Context: an optimization exercise on an open-source flow, tuned for small area and a short achievable clock period. The choices shown serve that exercise and are no tape-out recipe.
RTL that was checked went through simulation tests only; none was proved equivalent to the original.
The RTL of run 2 was laid out without a check of its function.
No activity file was given, so power comes from the tool's default toggle rates.

==> flow/design.v (outline; a module is shown in full before it is edited, if it fits) <==
// module mult_top: 1321 lines
// module mult_fa: 10 lines
// module mult_hai: 9 lines
// module mult_ha: 9 lines
module mult_top (
    input  logic               clk,
    input  logic               reset,
    input  logic               in_valid,
    input  mult_pkg::operand_t a,
    input  mult_pkg::operand_t b,
    output logic               out_valid,
    output mult_pkg::product_u product
);
  // ...
==> flow/flow/run.sh <==
#!/bin/bash
# Own layout flow: the standard layout (standard.sh, with its unchanged
# synthesis) plus a few extra ORFS make settings from flow/extra.txt, one
# VAR=value per line. Each step's full output goes to a log in this folder.
set -euo pipefail
EXTRA=()
while IFS= read -r l; do
  [[ -n "$l" && "$l" != \#* ]] && EXTRA+=("$l")
done < flow/extra.txt
# standard.sh passes its knobs on make's command line; ours go after them
sed 's#"${@:-finish}"#"${EXTRA[@]}" "${@:-finish}"#' standard.sh > own_standard.sh
( set -- synth; source ./own_standard.sh ) > synth.log 2>&1
( set -- finish; source ./own_standard.sh ) > layout.log 2>&1
test -f out/final.def
==> flow/flow/extra.txt <==
# port buffers: a plain buffer instead of the delay buffer buffer_ports picks
BUFFER_PORTS_ARGS=-buffer_cell sky130_fd_sc_hd__buf_2
==> flow/standard.sh <==
#!/bin/bash
# synth_recipe.tcl (not shown) runs the flow's synth.tcl, then flattens the netlist and writes it again
# the make line also repeats each setting of config.mk as NAME=value (left out here)
make -C /OpenROAD-flow-scripts/flow DESIGN_CONFIG=/design/flow/config.mk WORK_HOME=/design/flow/orfs CLKGATE_MAP_FILE= SYNTH_SCRIPT=/design/flow/synth_recipe.tcl "${@:-finish}"
==> flow/config.mk <==
export PLATFORM = sky130hd
export DESIGN_NAME = mult_top
export DESIGN_NICKNAME = mult_top
export VERILOG_FILES = /design/flow/design.v
export SDC_FILE = /design/flow/constraint.sdc
export NUM_CORES = 4
export LEC_CHECK = 0
export CAP_MARGIN = 20
export CORE_MARGIN = 2
export CORE_UTILIZATION = 40
export PLACE_DENSITY = 0.6
export SETUP_SLACK_MARGIN = 5
export SLEW_MARGIN = 20
export SYNTH_HIERARCHICAL = 1
==> flow/constraint.sdc <==
create_clock -name core_clock -period 8.0 [get_ports {clk}]
set_input_delay 1.6000 -clock core_clock [delete_from_list [all_inputs] [get_ports {clk}]]
set_output_delay 1.6000 -clock core_clock [all_outputs]
set_load 0.01 [all_outputs]
==> impl_metrics.ini, run 1 <==
[routing]
first_pass_iters = 5
wirelength_um = 26500
routed-wl-met2_um = 11700
routed_via_density = 5.12

[final_layout]
dominant_cells = multi-input gates
clkbuf_count = 18
drive_above_1_share = 0.184
reg_top3 = product: 32 flops, a_r: 16 flops, b_r: 16 flops

[sta]
hold_violations = 0
finalSetupViolations = 0
setup_slack_ns = 5.03

[worst_setup_path]
endpoint = product[25]
cp-start-kind = register
slowest_delay_ns = 0.50

[run_status]
status = finished clean

[pwr]
p_per_area_mw_per_mm2 = 404

[synthesis]
yosys_register_bits = 146
syn_area_sq_mm = 0.0104
synth_area_leaders = fa_1, dfxtp_1, nand2_1
yosys-top-cells-count = nand2_1, fa_1, dfxtp_1, inv_1, clkbuf_1
synth_edf_count = 0

[run]
cap_viol_max_count = 0

[die]
die_h_um = 165
fp.dieW_um = 165

[global_route]
grt_max_degree = 54
==> run 2, diff against run 1 <==
--- a/flow/design.v
+++ b/flow/design.v
@@ -765,16 +765,18 @@
     logic m1_28_0;
     logic m1_28_1;
     logic m1_28_2;
     logic m1_29_0;
     logic m1_29_1;
     logic m1_29_2;
     logic m1_30_0;
     logic [7:0] lo_w, lo_q;
+    logic [8:0] lo_t;
+    logic [25:0] hi_w;
     always_ff @(posedge clk) begin
         a_r <= a;
         b_r <= b;
     end
     always_ff @(posedge clk) begin
         if (reset) begin
             v         <= '0;
             out_valid <= 1'b0;
@@ -1034,38 +1036,46 @@
     assign pp_15_8 = ~(a_r[15] & b_r[8]);
     assign pp_15_9 = ~(a_r[15] & b_r[9]);
     assign pp_15_10 = ~(a_r[15] & b_r[10]);
     assign pp_15_11 = ~(a_r[15] & b_r[11]);
     assign pp_15_12 = ~(a_r[15] & b_r[12]);
     assign pp_15_13 = ~(a_r[15] & b_r[13]);
     assign pp_15_14 = ~(a_r[15] & b_r[14]);
     assign pp_15_15 = ~(a_r[15] & b_r[15]);
-    mult_hai u_s1 (.x(pp_0_13), .y(pp_1_12), .s(s1), .c(c2));
+    mult_xnor u_s1 (.x(pp_0_13), .y(pp_1_12), .s(s1));
+    mult_or u_c2 (.x(pp_0_13), .y(pp_1_12), .c(c2));
     mult_fa u_s3 (.x(pp_0_14), .y(pp_1_13), .z(pp_2_12), .s(s3), .c(c4));
-    mult_hai u_s5 (.x(pp_3_11), .y(pp_4_10), .s(s5), .c(c6));
+    mult_xnor u_s5 (.x(pp_3_11), .y(pp_4_10), .s(s5));
+    mult_or u_c6 (.x(pp_3_11), .y(pp_4_10), .c(c6));
     mult_fa u_s7 (.x(pp_0_15), .y(pp_1_14), .z(pp_2_13), .s(s7), .c(c8));
     mult_fa u_s9 (.x(pp_3_12), .y(pp_4_11), .z(pp_5_10), .s(s9), .c(c10));
-    mult_hai u_s11 (.x(pp_6_9), .y(pp_7_8), .s(s11), .c(c12));
+    mult_xnor u_s11 (.x(pp_6_9), .y(pp_7_8), .s(s11));
+    mult_or u_c12 (.x(pp_6_9), .y(pp_7_8), .c(c12));
     mult_fa u_s13 (.x(pp_1_15), .y(pp_2_14), .z(pp_3_13), .s(s13), .c(c14));
     mult_fa u_s15 (.x(pp_4_12), .y(pp_5_11), .z(pp_6_10), .s(s15), .c(c16));
-    mult_hai u_s17 (.x(pp_7_9), .y(pp_8_8), .s(s17), .c(c18));
+    mult_xnor u_s17 (.x(pp_7_9), .y(pp_8_8), .s(s17));
+    mult_or u_c18 (.x(pp_7_9), .y(pp_8_8), .c(c18));
     mult_fa u_s19 (.x(pp_2_15), .y(pp_3_14), .z(pp_4_13), .s(s19), .c(c20));
     mult_fa u_s21 (.x(pp_5_12), .y(pp_6_11), .z(pp_7_10), .s(s21), .c(c22));
     mult_fa u_s23 (.x(pp_3_15), .y(pp_4_14), .z(pp_5_13), .s(s23), .c(c24));
-    mult_hai u_s25 (.x(pp_0_9), .y(pp_1_8), .s(s25), .c(c26));
+    mult_xnor u_s25 (.x(pp_0_9), .y(pp_1_8), .s(s25));
+    mult_or u_c26 (.x(pp_0_9), .y(pp_1_8), .c(c26));
     mult_fa u_s27 (.x(pp_0_10), .y(pp_1_9), .z(pp_2_8), .s(s27), .c(c28));
-    mult_hai u_s29 (.x(pp_3_7), .y(pp_4_6), .s(s29), .c(c30));
+    mult_xnor u_s29 (.x(pp_3_7), .y(pp_4_6), .s(s29));
+    mult_or u_c30 (.x(pp_3_7), .y(pp_4_6), .c(c30));
     mult_fa u_s31 (.x(pp_0_11), .y(pp_1_10), .z(pp_2_9), .s(s31), .c(c32));
     mult_fa u_s33 (.x(pp_3_8), .y(pp_4_7), .z(pp_5_6), .s(s33), .c(c34));
-    mult_hai u_s35 (.x(pp_6_5), .y(pp_7_4), .s(s35), .c(c36));
+    mult_xnor u_s35 (.x(pp_6_5), .y(pp_7_4), .s(s35));
+    mult_or u_c36 (.x(pp_6_5), .y(pp_7_4), .c(c36));
     mult_fa u_s37 (.x(pp_0_12), .y(pp_1_11), .z(pp_2_10), .s(s37), .c(c38));
     mult_fa u_s39 (.x(pp_3_9), .y(pp_4_8), .z(pp_5_7), .s(s39), .c(c40));
     mult_fa u_s41 (.x(pp_6_6), .y(pp_7_5), .z(pp_8_4), .s(s41), .c(c42));
-    mult_hai u_s43 (.x(pp_9_3), .y(pp_10_2), .s(s43), .c(c44));
+    mult_xnor u_s43 (.x(pp_9_3), .y(pp_10_2), .s(s43));
+    mult_or u_c44 (.x(pp_9_3), .y(pp_10_2), .c(c44));
     mult_fa u_s45 (.x(pp_2_11), .y(pp_3_10), .z(pp_4_9), .s(s45), .c(c46));
     mult_fa u_s47 (.x(pp_5_8), .y(pp_6_7), .z(pp_7_6), .s(s47), .c(c48));
     mult_fa u_s49 (.x(pp_8_5), .y(pp_9_4), .z(pp_10_3), .s(s49), .c(c50));
     mult_fa u_s51 (.x(pp_11_2), .y(pp_12_1), .z(pp_13_0), .s(s51), .c(c52));
     mult_fa u_s53 (.x(pp_5_9), .y(pp_6_8), .z(pp_7_7), .s(s53), .c(c54));
     mult_fa u_s55 (.x(pp_8_6), .y(pp_9_5), .z(pp_10_4), .s(s55), .c(c56));
     mult_fa u_s57 (.x(pp_11_3), .y(pp_12_2), .z(pp_13_1), .s(s57), .c(c58));
     mult_fa u_s59 (.x(pp_14_0), .y(c2), .z(s5), .s(s59), .c(c60));
@@ -1090,22 +1100,25 @@
     mult_fa u_s97 (.x(pp_10_9), .y(pp_11_8), .z(pp_12_7), .s(s97), .c(c98));
     mult_fa u_s99 (.x(pp_13_6), .y(pp_14_5), .z(pp_15_4), .s(s99), .c(c100));
     mult_fa u_s101 (.x(pp_5_15), .y(pp_6_14), .z(pp_7_13), .s(s101), .c(c102));
     mult_fa u_s103 (.x(pp_8_12), .y(pp_9_11), .z(pp_10_10), .s(s103), .c(c104));
     mult_fa u_s105 (.x(pp_11_9), .y(pp_12_8), .z(pp_13_7), .s(s105), .c(c106));
     mult_fa u_s107 (.x(pp_6_15), .y(pp_7_14), .z(pp_8_13), .s(s107), .c(c108));
     mult_fa u_s109 (.x(pp_9_12), .y(pp_10_11), .z(pp_11_10), .s(s109), .c(c110));
     mult_fa u_s111 (.x(pp_7_15), .y(pp_8_14), .z(pp_9_13), .s(s111), .c(c112));
-    mult_hai u_s113 (.x(pp_0_6), .y(pp_1_5), .s(s113), .c(c114));
+    mult_xnor u_s113 (.x(pp_0_6), .y(pp_1_5), .s(s113));
+    mult_or u_c114 (.x(pp_0_6), .y(pp_1_5), .c(c114));
     mult_fa u_s115 (.x(pp_0_7), .y(pp_1_6), .z(pp_2_5), .s(s115), .c(c116));
-    mult_hai u_s117 (.x(pp_3_4), .y(pp_4_3), .s(s117), .c(c118));
+    mult_xnor u_s117 (.x(pp_3_4), .y(pp_4_3), .s(s117));
+    mult_or u_c118 (.x(pp_3_4), .y(pp_4_3), .c(c118));
     mult_fa u_s119 (.x(pp_0_8), .y(pp_1_7), .z(pp_2_6), .s(s119), .c(c120));
     mult_fa u_s121 (.x(pp_3_5), .y(pp_4_4), .z(pp_5_3), .s(s121), .c(c122));
-    mult_hai u_s123 (.x(pp_6_2), .y(pp_7_1), .s(s123), .c(c124));
+    mult_xnor u_s123 (.x(pp_6_2), .y(pp_7_1), .s(s123));
+    mult_or u_c124 (.x(pp_6_2), .y(pp_7_1), .c(c124));
     mult_fa u_s125 (.x(pp_2_7), .y(pp_3_6), .z(pp_4_5), .s(s125), .c(c126));
     mult_fa u_s127 (.x(pp_5_4), .y(pp_6_3), .z(pp_7_2), .s(s127), .c(c128));
     mult_fa u_s129 (.x(pp_8_1), .y(pp_9_0), .z(s25), .s(s129), .c(c130));
     mult_fa u_s131 (.x(pp_5_5), .y(pp_6_4), .z(pp_7_3), .s(s131), .c(c132));
     mult_fa u_s133 (.x(pp_8_2), .y(pp_9_1), .z(pp_10_0), .s(s133), .c(c134));
     mult_fa u_s135 (.x(c26), .y(s29), .z(s27), .s(s135), .c(c136));
     mult_fa u_s137 (.x(pp_8_3), .y(pp_9_2), .z(pp_10_1), .s(s137), .c(c138));
     mult_fa u_s139 (.x(pp_11_0), .y(c30), .z(s35), .s(s139), .c(c140));
@@ -1144,19 +1157,21 @@
     mult_fa u_s205 (.x(pp_13_9), .y(pp_14_8), .z(pp_15_7), .s(s205), .c(c206));
     mult_fa u_s207 (.x(c108), .y(c110), .z(s111), .s(s207), .c(c208));
     mult_fa u_s209 (.x(pp_8_15), .y(pp_9_14), .z(pp_10_13), .s(s209), .c(c210));
     mult_fa u_s211 (.x(pp_11_12), .y(pp_12_11), .z(pp_13_10), .s(s211), .c(c212));
     mult_fa u_s213 (.x(pp_14_9), .y(pp_15_8), .z(c112), .s(s213), .c(c214));
     mult_fa u_s215 (.x(pp_9_15), .y(pp_10_14), .z(pp_11_13), .s(s215), .c(c216));
     mult_fa u_s217 (.x(pp_12_12), .y(pp_13_11), .z(pp_14_10), .s(s217), .c(c218));
     mult_fa u_s219 (.x(pp_10_15), .y(pp_11_14), .z(pp_12_13), .s(s219), .c(c220));
-    mult_hai u_s221 (.x(pp_0_4), .y(pp_1_3), .s(s221), .c(c222));
+    mult_xnor u_s221 (.x(pp_0_4), .y(pp_1_3), .s(s221));
+    mult_or u_c222 (.x(pp_0_4), .y(pp_1_3), .c(c222));
     mult_fa u_s223 (.x(pp_0_5), .y(pp_1_4), .z(pp_2_3), .s(s223), .c(c224));
-    mult_hai u_s225 (.x(pp_3_2), .y(pp_4_1), .s(s225), .c(c226));
+    mult_xnor u_s225 (.x(pp_3_2), .y(pp_4_1), .s(s225));
+    mult_or u_c226 (.x(pp_3_2), .y(pp_4_1), .c(c226));
     mult_fa u_s227 (.x(pp_2_4), .y(pp_3_3), .z(pp_4_2), .s(s227), .c(c228));
     mult_fa u_s229 (.x(pp_5_1), .y(pp_6_0), .z(s113), .s(s229), .c(c230));
     mult_fa u_s231 (.x(pp_5_2), .y(pp_6_1), .z(pp_7_0), .s(s231), .c(c232));
     mult_fa u_s233 (.x(c114), .y(s117), .z(s115), .s(s233), .c(c234));
     mult_fa u_s235 (.x(pp_8_0), .y(c118), .z(s123), .s(s235), .c(c236));
     mult_fa u_s237 (.x(c116), .y(s119), .z(s121), .s(s237), .c(c238));
     mult_fa u_s239 (.x(c124), .y(c120), .z(c122), .s(s239), .c(c240));
     mult_fa u_s241 (.x(s125), .y(s127), .z(s129), .s(s241), .c(c242));
@@ -1190,17 +1205,18 @@
     mult_fa u_s297 (.x(s211), .y(s213), .z(c208), .s(s297), .c(c298));
     mult_fa u_s299 (.x(pp_15_9), .y(c210), .z(c212), .s(s299), .c(c300));
     mult_fa u_s301 (.x(s215), .y(s217), .z(c214), .s(s301), .c(c302));
     mult_fa u_s303 (.x(pp_13_12), .y(pp_14_11), .z(pp_15_10), .s(s303), .c(c304));
     mult_fa u_s305 (.x(c216), .y(c218), .z(s219), .s(s305), .c(c306));
     mult_fa u_s307 (.x(pp_11_15), .y(pp_12_14), .z(pp_13_13), .s(s307), .c(c308));
     mult_fa u_s309 (.x(pp_14_12), .y(pp_15_11), .z(c220), .s(s309), .c(c310));
     mult_fa u_s311 (.x(pp_12_15), .y(pp_13_14), .z(pp_14_13), .s(s311), .c(c312));
-    mult_hai u_s313 (.x(pp_0_3), .y(pp_1_2), .s(s313), .c(c314));
+    mult_xnor u_s313 (.x(pp_0_3), .y(pp_1_2), .s(s313));
+    mult_or u_c314 (.x(pp_0_3), .y(pp_1_2), .c(c314));
     mult_fa u_s315 (.x(pp_2_2), .y(pp_3_1), .z(pp_4_0), .s(s315), .c(c316));
     mult_fa u_s317 (.x(pp_5_0), .y(c222), .z(s225), .s(s317), .c(c318));
     mult_fa u_s319 (.x(c226), .y(c224), .z(s227), .s(s319), .c(c320));
     mult_fa u_s321 (.x(c228), .y(s231), .z(c230), .s(s321), .c(c322));
     mult_fa u_s323 (.x(c232), .y(s235), .z(c234), .s(s323), .c(c324));
     mult_fa u_s325 (.x(c236), .y(s239), .z(c238), .s(s325), .c(c326));
     mult_fa u_s327 (.x(c240), .y(s243), .z(c242), .s(s327), .c(c328));
     mult_fa u_s329 (.x(c244), .y(s247), .z(c246), .s(s329), .c(c330));
@@ -1216,22 +1232,24 @@
     mult_fa u_s349 (.x(s287), .y(c284), .z(s289), .s(s349), .c(c350));
     mult_fa u_s351 (.x(s291), .y(c288), .z(c290), .s(s351), .c(c352));
     mult_fa u_s353 (.x(s295), .y(c292), .z(c294), .s(s353), .c(c354));
     mult_fa u_s355 (.x(c296), .y(s299), .z(s301), .s(s355), .c(c356));
     mult_fa u_s357 (.x(s303), .y(c300), .z(s305), .s(s357), .c(c358));
     mult_fa u_s359 (.x(c304), .y(s307), .z(s309), .s(s359), .c(c360));
     mult_fa u_s361 (.x(pp_15_12), .y(c308), .z(s311), .s(s361), .c(c362));
     mult_fa u_s363 (.x(pp_13_15), .y(pp_14_14), .z(pp_15_13), .s(s363), .c(c364));
-    mult_hai u_s365 (.x(pp_0_2), .y(pp_1_1), .s(s365), .c(c366));
+    mult_xnor u_s365 (.x(pp_0_2), .y(pp_1_1), .s(s365));
+    mult_or u_c366 (.x(pp_0_2), .y(pp_1_1), .c(c366));
     mult_fa u_s367 (.x(pp_2_1), .y(pp_3_0), .z(s313), .s(s367), .c(c368));
     mult_fa u_s369 (.x(c314), .y(s221), .z(s315), .s(s369), .c(c370));
     mult_fa u_s371 (.x(c316), .y(s223), .z(s317), .s(s371), .c(c372));
     mult_fa u_s373 (.x(c318), .y(s229), .z(s319), .s(s373), .c(c374));
-    assign lo_w = {1'b0, {c372, c370, c368, c366, pp_2_0, pp_0_1, pp_0_0}} + {1'b0, {s373, s371, s369, s367, s365, pp_1_0, 1'b1}} + 1'b1;
+    assign lo_t = {1'b0, c372, c370, c368, c366, pp_2_0, pp_0_1, pp_0_0, 1'b1} + {1'b0, s373, s371, s369, s367, s365, pp_1_0, 1'b1, 1'b1};
+    assign lo_w = lo_t[8:1];
     mult_fa u_s375 (.x(m1_7_0), .y(m1_7_1), .z(m1_7_2), .s(s375), .c(c376));
     mult_fa u_s377 (.x(m1_8_0), .y(m1_8_1), .z(m1_8_2), .s(s377), .c(c378));
     mult_fa u_s379 (.x(m1_9_0), .y(m1_9_1), .z(m1_9_2), .s(s379), .c(c380));
     mult_fa u_s381 (.x(m1_10_0), .y(m1_10_1), .z(m1_10_2), .s(s381), .c(c382));
     mult_fa u_s383 (.x(m1_11_0), .y(m1_11_1), .z(m1_11_2), .s(s383), .c(c384));
     mult_fa u_s385 (.x(m1_12_0), .y(m1_12_1), .z(m1_12_2), .s(s385), .c(c386));
     mult_fa u_s387 (.x(m1_13_0), .y(m1_13_1), .z(m1_13_2), .s(s387), .c(c388));
     mult_fa u_s389 (.x(m1_14_0), .y(m1_14_1), .z(m1_14_2), .s(s389), .c(c390));
@@ -1245,18 +1263,19 @@
     mult_fa u_s405 (.x(m1_22_0), .y(m1_22_1), .z(m1_22_2), .s(s405), .c(c406));
     mult_fa u_s407 (.x(m1_23_0), .y(m1_23_1), .z(m1_23_2), .s(s407), .c(c408));
     mult_fa u_s409 (.x(m1_24_0), .y(m1_24_1), .z(m1_24_2), .s(s409), .c(c410));
     mult_fa u_s411 (.x(m1_25_0), .y(m1_25_1), .z(m1_25_2), .s(s411), .c(c412));
     mult_fa u_s413 (.x(m1_26_0), .y(m1_26_1), .z(m1_26_2), .s(s413), .c(c414));
     mult_fa u_s415 (.x(m1_27_0), .y(m1_27_1), .z(m1_27_2), .s(s415), .c(c416));
     mult_fa u_s417 (.x(m1_28_0), .y(m1_28_1), .z(m1_28_2), .s(s417), .c(c418));
     mult_fa u_s419 (.x(m1_29_0), .y(m1_29_1), .z(m1_29_2), .s(s419), .c(c420));
+    assign hi_w = {1'b1, m1_30_0, c418, c416, c414, c412, c410, c408, c406, c404, c402, c400, c398, c396, c394, c392, c390, c388, c386, c384, c382, c380, c378, c376, m1_7_3, lo_q[7]} + {1'b1, c420, s419, s417, s415, s413, s411, s409, s407, s405, s403, s401, s399, s397, s395, s393, s391, s389, s387, s385, s383, s381, s379, s377, s375, lo_q[7]};
     assign sum_w[6:0] = ~lo_q[6:0];
-    assign sum_w[31:7] = ~({1'b1, m1_30_0, c418, c416, c414, c412, c410, c408, c406, c404, c402, c400, c398, c396, c394, c392, c390, c388, c386, c384, c382, c380, c378, c376, m1_7_3} + {1'b1, c420, s419, s417, s415, s413, s411, s409, s407, s405, s403, s401, s399, s397, s395, s393, s391, s389, s387, s385, s383, s381, s379, s377, s375} + {24'd0, lo_q[7]});
+    assign sum_w[31:7] = ~hi_w[25:1];
     always_ff @(posedge clk) begin
         lo_q <= lo_w;
         m1_7_0 <= c320;
         m1_7_1 <= s233;
         m1_7_2 <= s321;
         m1_7_3 <= c374;
         m1_8_0 <= c322;
         m1_8_1 <= s237;
@@ -1336,16 +1355,40 @@
     input  logic y,
     input  logic z,
     output logic s,
     output logic c
 );
     assign s = x ^ y ^ z;
     assign c = (x & y) | (x & z) | (y & z);
 endmodule
+module mult_bsel (
+    input  logic one,
+    input  logic two,
+    input  logic neg,
+    input  logic a1,
+    input  logic a0,
+    output logic p
+);
+    assign p = ((one & a1) | (two & a0)) ^ neg;
+endmodule
+module mult_xnor (
+    input  logic x,
+    input  logic y,
+    output logic s
+);
+    assign s = ~(x ^ y);
+endmodule
+module mult_or (
+    input  logic x,
+    input  logic y,
+    output logic c
+);
+    assign c = x | y;
+endmodule
 module mult_hai (
     input  logic x,
     input  logic y,
     output logic s,
     output logic c
 );
     assign s = ~(x ^ y);
     assign c = x | y;
==> flow/config.mk (replaced) <==
export PLATFORM = sky130hd
export DESIGN_NAME = mult_top
export DESIGN_NICKNAME = mult_top
export VERILOG_FILES = /design/flow/design.v
export SDC_FILE = /design/flow/constraint.sdc
export NUM_CORES = 4
export LEC_CHECK = 0
export CAP_MARGIN = 20
export CORE_MARGIN = 2
export CORE_UTILIZATION = 40
export CTS_BUF_LIST = sky130_fd_sc_hd__clkbuf_4 sky130_fd_sc_hd__clkbuf_8
export PLACE_DENSITY = 0.6
export SETUP_SLACK_MARGIN = 5
export SLEW_MARGIN = 20
export SYNTH_HIERARCHICAL = 1
==> run 2 against run 1 <==
Against the previous run: still clean; total power fell by 6.0%; design area fell by 1.8%; cell count fell by 2.0%; combinational power fell by 3%; sequential power barely moved; wire length fell by 2.2%; largest cell class unchanged.
==> impl_metrics.ini, run 2 <==
[final_layout]
layout.nets = 1312
syn_to_final_growth_pct = 14.2
largest_reg_flops = 32
regArea_sq_mm = 0.00303
final_util = 0.467
fill_cells = 2361
final_common_cell = nand2_1
drive_above_1_share = 0.196
most-common-layout-cells = nand2_1, fa_1, dfxtp_1, buf_2, nor2_1
multi_input_area_sq_mm = 0.00722
reg_top3 = product: 32 flops, a_r: 16 flops, b_r: 16 flops
largest_register = product
antennaDiodeCount = 0

[cts]
clkLatencyLatePin_ns = 0.45
cts_tree = built
clockBufferDepth = 2
clk_pin_slew_worst_paths_ns = 0.10
cts.sinks = 146
root_buffer = clkbuf_8
postCtsHoldBufs = 0
cts_max_level = 4
cts_made_buffers = 17

[worst_setup_path]
critPathKind = register to register
end_kind = register
slowest_delay_ns = 0.56
crit_required_ns = 8.33
cp-start-kind = register
path_cells = fa_1 -> ha_4 -> o211ai_2 -> o21a_1 -> or4_4 -> a211o_4 -> a2111oi_4 -> o21ai_1
worstPathMaxFanout = 4
arrival_ns = 3.33
crit_buf_inv = 0
cp_top_family = compound AO/OA/AOI/OAI gates
critPathSlowestCell = or4_4

[routing]
wl_per_cell_um = 18.6
dr_total_vias = 7217
antenna_left = 0
routed_via_density = 5.18
wirelength_um = 25900
drc = 0
first_pass_iters = 5
drtIter0Drc = 425

[die]
start_util = 0.409
die_h_um = 165
die-area_sq_mm = 0.0271
core_sq_mm = 0.0253
io_pins = 68
rows = 58
fp.dieW_um = 165

[sta]
hold_violations = 0
finalSetupViolations = 0
max_freq_mhz = 334
rsz0062_at_grt = yes
period_minus_slack_ns = 3.00
period_share = 0.374
tightest_slew_ns = 0.788
final.setup.tns_ns = 0
worst_hold_slack_ns = 0.414
relSlewSlack = 0.474
finClkSkew_ns = 0.0184
maxSlewViolCount = 0

[synthesis]
synthFlopType = dfxtp_1
ys_warn_count = 7
async_flop_share = 0
synth.top_cell.area_share = 0.382
syn-num-nets = 1263
ys_seq_area_frac = 0.283
synth_edf_count = 0
syn_area_per_cell_sq_um = 10.3
yosysMostFrequentCell = nand2_1
synth_top_area_cell = fa_1
yosys-top-cells-count = nand2_1, fa_1, dfxtp_1, clkbuf_1, nor2_1
synth_area_leaders = fa_1, dfxtp_1, nand2_1
synthCells = 1001
syn_area_sq_mm = 0.0103
yosys_register_bits = 146
ys_types = 49

[run_status]
status = finished clean

[run]
cap_viol_max_count = 0

[placed_design]
dp_hpwl_um = 18800
globalplace.congestion = 0.853
port_buffers = 67

[global_route]
grt_pass1_wl_um = 42000
grt_pass1_vias = 7725
grt_overflow = 0
grt_max_degree = 61
antenna_found_initial = 0
grtUsageTotal = 0.205

[min_path]
hp-class = register to register

[pwr]
leakagePower_nw = 4.41
peakVddDrop_mv = 0.183
p_per_area_mw_per_mm2 = 387
[run 2: repair_timing]
action                     4_1_cts  5_1_grt
pin swaps                        3       22
hold endpoints to repair         0        0
buffers inserted                20       21
gates resized for setup         56       29
setup endpoints to repair       38       26
[run 2: cells by family (layout without fill, tap and decap cells)]
group	after synthesis	after routing	share of synthesized area
DFF	146	146	0.283
adders and majority gates	227	227	0.418
and+or+nand+nor	379	379	0.150
xor gates and xnor gates	33	33	0.0280
AOI/OAI and AO/OA	118	118	0.0803
muxes	7	7	0.00679
buffers and inverters	91	152	0.0331
[run 2: modules after synthesis, one instance, submodules excluded]
module / times used / flip-flops and latches / cells inside
mult_fa: 195 / 0 / 1
mult_or: 15 / 0 / 1
mult_top: 1 / 146 / 776
mult_xnor: 15 / 0 / 1
[run 2: per-stage QoR]
| stage | cells | worst slack (ns) | power [mW] | area [sq um] |
|---|---|---|---|---|
| after CTS | 1371 | 4.93 | 4.43 | 11500 |
| after global routing | 1392 | 4.90 | 5.01 | 11800 |
| after floorplan | 1001 | 4.99 | 2.98 | 10400 |
| after global placement | 1320 | 4.63 | 3.60 | 10800 |
| after detailed placement | 1320 | 4.52 | 3.65 | 10800 |
| final | 1392 | 5.00 | 4.56 | 11800 |
[run 2: final timing paths]
path            from     endpoint  slack (ns)  cells past startpoint
max           m1_9_1  product[31]        5.00                      8
min          lo_q[6]   product[6]        0.41                      1
max reg2reg   m1_9_1  product[31]        5.00                      8
min reg2reg  lo_q[6]   product[6]        0.41                      1
[run 2: final cells by class]
cell class / instances / area share
Timing Repair Buffer: 108 / 0.0544
Multi-Input combinational cell: 764 / 0.613
Sequential cell: 146 / 0.257
Tap cell: 330 / 0.0350
Clock inverter: 14 / 0.0172
Clock buffer: 17 / 0.0199
Inverter: 13 / 0.00414
[run 2: report_power, final]
group	switching [mW]	internal [mW]
registers	0.136	0.912
clock network	0.315	0.344
logic	1.63	1.22
[run 2: layer usage]
layer / up-vias / routed length, um / track usage
li1: 3315 / - / -
met4: 0 / 403 / 0.0625
met2: 243 / 11600 / 0.308
met1: 3632 / 11800 / 0.288
met3: 27 / 2030 / 0.0583
met5: - / 0 / 0
[run 2: worst register-to-register path: stages, from the launching register on]
cell and delay, ns:
dfxtp_1 0.32, fa_1 0.52, ha_4 0.32, o211ai_2 0.11
o21a_1 0.21, or4_4 0.56, a211o_4 0.37, a2111oi_4 0.39
o21ai_1 0.09

==> static timing again, ports no longer ideal <==
The flow's constraints put no driver on any port. The routed layouts listed below were extracted and timed again, unchanged, in two steps.
Step 1 assumes that a clkbuf_16 drives the clock port and a buf_2 every other input.
Step 2 adds t to the input delays and takes it off the output delays; t is the mean of the earliest and latest rising clock arrival at the registers after step 1. Input paths then give back, and output paths get back, about the clock's delay inside the block.
Three values: no drivers, after step 1, after step 2; two values: the first two.
run | t (ns) | slack for setup (ns) | worst setup path at the end | clock arrival spread, ns
run 1 | 0.468 | 5.032 / 5.032 / 4.809 | input to register | 0.013 / 0.013
run 2 | 0.490 | 5.004 / 5.004 / 5.004 | register to register | 0.021 / 0.020
After both steps every run listed still meets setup and hold. The setup slack of run 1, which loses most, moves by 0.000 ns with the drivers and by -0.223 ns with both steps.
